Background: an optimization exercise with open tools, aiming at small area, a short achievable clock period and few clock cycles per item. Do not read the settings as production practice. The RTL was checked by simulation tests, not by an equivalence proof against the original design. Power and IR drop assume default switching activity.

## windowed_distance_averager_top
module windowed_distance_averager_top #(
  parameter int NUM_AP = wda_pkg::NUM_AP_DEF,
  parameter int WINDOW = wda_pkg::WINDOW_DEF
) (
  input  logic                       clk,
  input  logic                       rst,
  input  logic                       req_valid,
  output logic                       req_stall,
  input  logic [wda_pkg::REQ_W-1:0]  req,
  output logic                       rsp_valid,
  input  logic                       rsp_stall,
  output logic [wda_pkg::RSP_W-1:0]  rsp
);
clock: 8.0 ns
lec_check: 0
abc_area: 1
cap_margin: 35
core_margin: 2
core_utilization: 52
cts_cluster_diameter: 60
cts_cluster_size: 30
setup_slack_margin: 4.6
slew_margin: 35
synth_memory_max_bits: 16384
standard.sh (not shown) runs the stock make flow with config.mk's settings and CLKGATE_MAP_FILE= SYNTH_SCRIPT=/design/flow/synth_recipe.tcl, a recipe that flattens the netlist after the stock synthesis.
==> flow/flow/run.sh <==
#!/bin/bash
# The standard layout (the standard.sh: standard synthesis and every ORFS step), with one
# change: the input and output port buffers are buf_4 cells instead of the buffer that
# buffer_ports picks by default (a slow delay buffer). Every port still gets its buffer.
# The whole make output goes to standard.log here; ORFS keeps each step's own log under orfs/logs.
set -euo pipefail
bash standard.sh "BUFFER_PORTS_ARGS=-buffer_cell sky130_fd_sc_hd__buf_4" finish > standard.log 2>&1
Testbench counts at the start, summed over its fixed seeds: cycles 3,837, items 3,781.
Edit:
--- a/flow/design.v
+++ b/flow/design.v
@@ -63,23 +63,23 @@
 );
   localparam int NP    = 8;                
   localparam int NW    = 8;                
   localparam int VW    = wda_pkg::VALUE_W;
   localparam int SW    = VW + 3;           
   localparam int CW    = 4;                
   localparam int NSTEP = SW;               
   localparam int EW    = 3 * VW;           
   localparam int ND = 3;
   localparam int B1 = 8;
   localparam int B2 = 18;
-  localparam int B3 = 30;
+  localparam int B3 = 29;
   logic adv;             
   logic sk_v;            
   logic go;              
   logic sk_v_nx;
   logic adv_q;
   assign adv       = adv_q;
   assign go        = adv;
   assign req_stall = sk_v;
   logic          r1_v;           
   logic          r1_q;           
   logic [NP-1:0] r1_sel;         
@@ -140,23 +140,23 @@
   logic [VW-1:0] oval [3];
   logic          ovld [3];
   logic [SW-1:0] osum [3];
   logic [NW-1:1] ovlr [3];       
   always_comb begin
     for (int j = 0; j < 3; j++) begin
       oval[j] = '0;
       ovld[j] = 1'b0;
       osum[j] = '0;
       ovlr[j] = '0;
       for (int p = 0; p < NP; p++) begin
-        oval[j] = oval[j] | ({VW{r1_sel[p] & rf[p*NW*3 + j]}} & rv[p*NW*EW + j*VW +: VW]);
+        oval[j] = oval[j] | ({VW{r1_sel[p]}} & rv[p*NW*EW + j*VW +: VW]);
         ovld[j] = ovld[j] | (r1_sel[p] & rf[p*NW*3 + j]);
         osum[j] = osum[j] | ({SW{r1_rsel[p]}} & ssum[(p*3 + j)*SW +: SW]);
         for (int i = 1; i < NW; i++)
           ovlr[j][i] = ovlr[j][i] | (r1_sel[p] & rf[(p*NW + i)*3 + j]);
       end
     end
   end
   logic          full;
   logic [CW-1:0] fill_nx;
   assign full    = fill[3];
   assign fill_nx = (rot && !full) ? fill + CW'(1) : fill;
@@ -225,34 +225,36 @@
   logic [NW-1:0] a_vb [3];       
   always_ff @(posedge clk) begin
     if (go) begin
       for (int p = 0; p < NP; p++)
         r1_rsel[p] <= (req[102:100] == 3'(p)) && !(r1_isst && (r1_ap == req[102:100])) &&
                       (snz[p] || (a_st && a_sel[p]));
     end
   end
   logic          fwd;
   logic [SW-1:0] f_s  [3];
   logic [SW-1:0] f_c  [3];
+  logic          sub  [3];
   logic [SW-1:0] opa  [3];
   logic [SW-1:0] opb  [3];
   logic [SW-1:0] opc  [3];
   logic [SW-1:0] xsum [3];
   always_ff @(posedge clk) begin
     if (rst) fwd <= 1'b0;
     else if (go) fwd <= r1_isst && (r1_ap == req[102:100]);
   end
   always_comb begin
     for (int j = 0; j < 3; j++) begin
+      sub[j]  = ovld[j] && (!r1_q || !full);
       opa[j]  = {{(SW-VW){nval[j][VW-1]}}, nval[j]};
-      opb[j]  = (!r1_q || !full) ? ~{{(SW-VW){oval[j][VW-1]}}, oval[j]} : {SW{1'b1}};
+      opb[j]  = sub[j] ? ~{{(SW-VW){oval[j][VW-1]}}, oval[j]} : {SW{1'b1}};
       f_s[j]  = a_s[j] ^ {a_c[j][SW-2:0], 1'b1} ^ opa[j];
       f_c[j]  = (a_s[j] & {a_c[j][SW-2:0], 1'b1}) | (a_s[j] & opa[j]) |
                 ({a_c[j][SW-2:0], 1'b1} & opa[j]);
       opc[j]  = fwd ? {f_c[j][SW-2:0], 1'b0} : opa[j];
       xsum[j] = ({SW{fwd}} & f_s[j]) | osum[j];
     end
   end
   always_ff @(posedge clk) begin
     if (rst) begin
       a_v  <= 1'b0;
       a_st <= 1'b0;
Area after synthesis stays flat; final area barely changes; setup slack degrades by 0.041 ns; maximum frequency goes down by 1.2%; via count climbs by 0.95%; power went up by about 1.1%; non-clock buffer count goes down by 26; first-iteration DRC count went up by about 0.8%; utilization went up by 0.11 points; global-route usage went up by 0.32 points; synthesized cell count drops by about 0.33%; routed wire length rose by 1.4%; count of clock-buffer cells in the layout went down by 3; worst hold slack is worse by 0.011 ns.
Testbench counts after the change, summed over its fixed seeds: cycles 3,837, items 3,781.

## 04-20
windowed_distance_averager_top, a different RTL version from the one above (not shown whole).
Size: about 8400 flip-flops, ~0.32 sq mm of cells after synthesis.
==> flow/config.mk <==
export PLATFORM = sky130hd
export DESIGN_NAME = windowed_distance_averager_top
export DESIGN_NICKNAME = windowed_distance_averager_top
export VERILOG_FILES = /design/flow/design.v
export SDC_FILE = /design/flow/constraint.sdc
export NUM_CORES = 4
export LEC_CHECK = 0
export ABC_AREA = 1
export CAP_MARGIN = 35
export CORE_MARGIN = 2
export CORE_UTILIZATION = 52
export CTS_CLUSTER_DIAMETER = 60
export CTS_CLUSTER_SIZE = 30
export SETUP_SLACK_MARGIN = 4.6
export SLEW_MARGIN = 35
export SYNTH_MEMORY_MAX_BITS = 16384
==> flow/constraint.sdc <==
create_clock -name core_clock -period 8.0 [get_ports {clk}]
set_input_delay 1.6000 -clock core_clock [delete_from_list [all_inputs] [get_ports {clk}]]
set_output_delay 1.6000 -clock core_clock [all_outputs]
set_load 0.01 [all_outputs]
Scripts as last shown in full above: flow/flow/run.sh
04-20 finished end to end and its layout was clean on timing, DRC and antenna.
Testbench counts of 04-20, summed over its fixed seeds: cycles 3,837, items 3,781.
Changes in 04-07 relative to 04-20:
-- flow/design.v --
<<< 04-20, line 72
  localparam int B1 = 8;
  localparam int B2 = 18;
  localparam int B3 = 29;
  logic adv;             
  logic sk_v;            
>>> 04-07, line 72
  localparam int B1 = 8;
  localparam int B2 = 18;
  localparam int B3 = 30;
  logic adv;             
  logic sk_v;            
<<< 04-20, line 88
  logic          r1_isst;        
  logic [2:0]    r1_ap;          
  logic [VW-1:0] nval [3];
  logic          nvld [3];
>>> 04-07, line 88
  logic          r1_isst;        
  logic [2:0]    r1_ap;          
  logic [NP-1:0] r1_rsel;        
  logic [VW-1:0] nval [3];
  logic          nvld [3];
<<< 04-20, line 121
  logic          rot;        
  logic [NP-1:0] wr;         
  assign rot = r1_rot && go;
  always_comb begin
    for (int p = 0; p < NP; p++) wr[p] = r1_st[p] && go;
  end
  logic [VW-1:0] oval [3];
>>> 04-07, line 122
  logic          rot;        
  logic [NP-1:0] wr;         
  logic          rot_nx;
  logic [NP-1:0] wr_nx;
  always_comb begin
    rot_nx = (go ? (req_valid && !req[103] && req[0]) : r1_rot) && !sk_v_nx;
    for (int p = 0; p < NP; p++)
      wr_nx[p] = (go ? (req_valid && !req[103] && (req[102:100] == 3'(p))) : r1_st[p]) && !sk_v_nx;
  end
  always_ff @(posedge clk) begin
    if (rst) begin
      rot <= 1'b0;
      wr  <= '0;
    end else begin
      rot <= rot_nx;
      wr  <= wr_nx;
    end
  end
  logic [VW-1:0] oval [3];
<<< 04-20, line 138
        oval[j] = oval[j] | ({VW{r1_sel[p]}} & rv[p*NW*EW + j*VW +: VW]);
        ovld[j] = ovld[j] | (r1_sel[p] & rf[p*NW*3 + j]);
        osum[j] = osum[j] | ({SW{r1_sel[p] & snz[p]}} & ssum[(p*3 + j)*SW +: SW]);
        for (int i = 1; i < NW; i++)
          ovlr[j][i] = ovlr[j][i] | (r1_sel[p] & rf[(p*NW + i)*3 + j]);
>>> 04-07, line 151
        oval[j] = oval[j] | ({VW{r1_sel[p]}} & rv[p*NW*EW + j*VW +: VW]);
        ovld[j] = ovld[j] | (r1_sel[p] & rf[p*NW*3 + j]);
        osum[j] = osum[j] | ({SW{r1_rsel[p]}} & ssum[(p*3 + j)*SW +: SW]);
        for (int i = 1; i < NW; i++)
          ovlr[j][i] = ovlr[j][i] | (r1_sel[p] & rf[(p*NW + i)*3 + j]);
<<< 04-20, line 211
  logic [SW-1:0] a_c  [3];       
  logic [NW-1:0] a_vb [3];       
  logic          fwd;
  logic [SW-1:0] f_s  [3];
  logic [SW-1:0] f_c  [3];
  logic [SW-1:0] opy  [3];
  logic          sub  [3];
  logic          add  [3];
  logic [SW-1:0] opa  [3];
  logic [SW-1:0] opb  [3];
>>> 04-07, line 224
  logic [SW-1:0] a_c  [3];       
  logic [NW-1:0] a_vb [3];       
  always_ff @(posedge clk) begin
    if (go) begin
      for (int p = 0; p < NP; p++)
        r1_rsel[p] <= (req[102:100] == 3'(p)) && !(r1_isst && (r1_ap == req[102:100])) &&
                      (snz[p] || (a_st && a_sel[p]));
    end
  end
  logic          fwd;
  logic [SW-1:0] f_s  [3];
  logic [SW-1:0] f_c  [3];
  logic          sub  [3];
  logic [SW-1:0] opa  [3];
  logic [SW-1:0] opb  [3];
<<< 04-20, line 228
    for (int j = 0; j < 3; j++) begin
      sub[j]  = ovld[j] && (!r1_q || !full);
      add[j]  = nvld[j] && !r1_q;
      opa[j]  = {{(SW-VW){nval[j][VW-1]}}, nval[j]};
      opb[j]  = sub[j] ? ~{{(SW-VW){oval[j][VW-1]}}, oval[j]} : {SW{1'b1}};
>>> 04-07, line 246
    for (int j = 0; j < 3; j++) begin
      sub[j]  = ovld[j] && (!r1_q || !full);
      opa[j]  = {{(SW-VW){nval[j][VW-1]}}, nval[j]};
      opb[j]  = sub[j] ? ~{{(SW-VW){oval[j][VW-1]}}, oval[j]} : {SW{1'b1}};
<<< 04-20, line 235
                ({a_c[j][SW-2:0], 1'b1} & opa[j]);
      opc[j]  = fwd ? {f_c[j][SW-2:0], 1'b0} : opa[j];
      xsum[j] = fwd ? f_s[j] : osum[j];
    end
  end
>>> 04-07, line 252
                ({a_c[j][SW-2:0], 1'b1} & opa[j]);
      opc[j]  = fwd ? {f_c[j][SW-2:0], 1'b0} : opa[j];
      xsum[j] = ({SW{fwd}} & f_s[j]) | osum[j];
    end
  end
## What came out
The final reports for 04-07 and 04-20 show total non-filler cell area in the finished layout lower in the former. Per the comparison of 04-07 with 04-20, standard cell core area now sits at about the same level, worst hold slack moved down, critical path depth decreased 20. 04-07 packs its core looser than 04-20. 04-07: global-route track usage on met3 is 0.33 points lower than what 04-20 reported. Cells: 04-07 has fewer instances than 04-20. 04-07 vs 04-20 — power share of the clock group rose 0.4 points. ~same flip-flop and latch count after synthesis in 04-20 and 04-07.
Testbench counts of 04-07, summed over its fixed seeds: cycles 3,837, items 3,781.

==> static timing again, ports no longer ideal <==
Ports are ideal in the flow. The routed layouts listed here were re-timed in OpenROAD. Step 1 (the two cells are an assumption about what drives the block):
set clk [get_ports {clk}]
set_driving_cell -lib_cell sky130_fd_sc_hd__clkbuf_16 $clk
set_driving_cell -lib_cell sky130_fd_sc_hd__buf_2 [delete_from_list [all_inputs] $clk]
Step 2 times the ports against the registers' clock, not the clock port: input delays grow and output delays shrink by t, the midpoint of the rising clock arrivals with the driver on. Three values: ideal ports, drivers, drivers and shift; two values: the first two.
run | t, ns | setup WS [ns] | hold slack, ns | worst slew at a driven data input, ns | cell pins on the clock port's net
the first run of note 1 | 1.222 | 4.612 / 4.505 / 4.070 | 0.388 / 0.388 / 0.388 | 0.28 | 1
the second run of note 1 | 1.250 | 4.571 / 4.537 / 4.020 | 0.377 / 0.377 / 0.377 | 0.26 | 1
04-20 | 1.218 | 4.525 / 4.497 / 3.897 | 0.390 / 0.390 / 0.390 | 0.35 | 1
04-07 | 1.220 | 4.613 / 4.538 / 4.407 | 0.377 / 0.377 / 0.377 | 0.31 | 1
After both steps every run listed still meets setup and hold. For 04-20, which loses most, drivers alone change the setup slack by -0.028 ns; drivers and shift together by -0.628 ns.
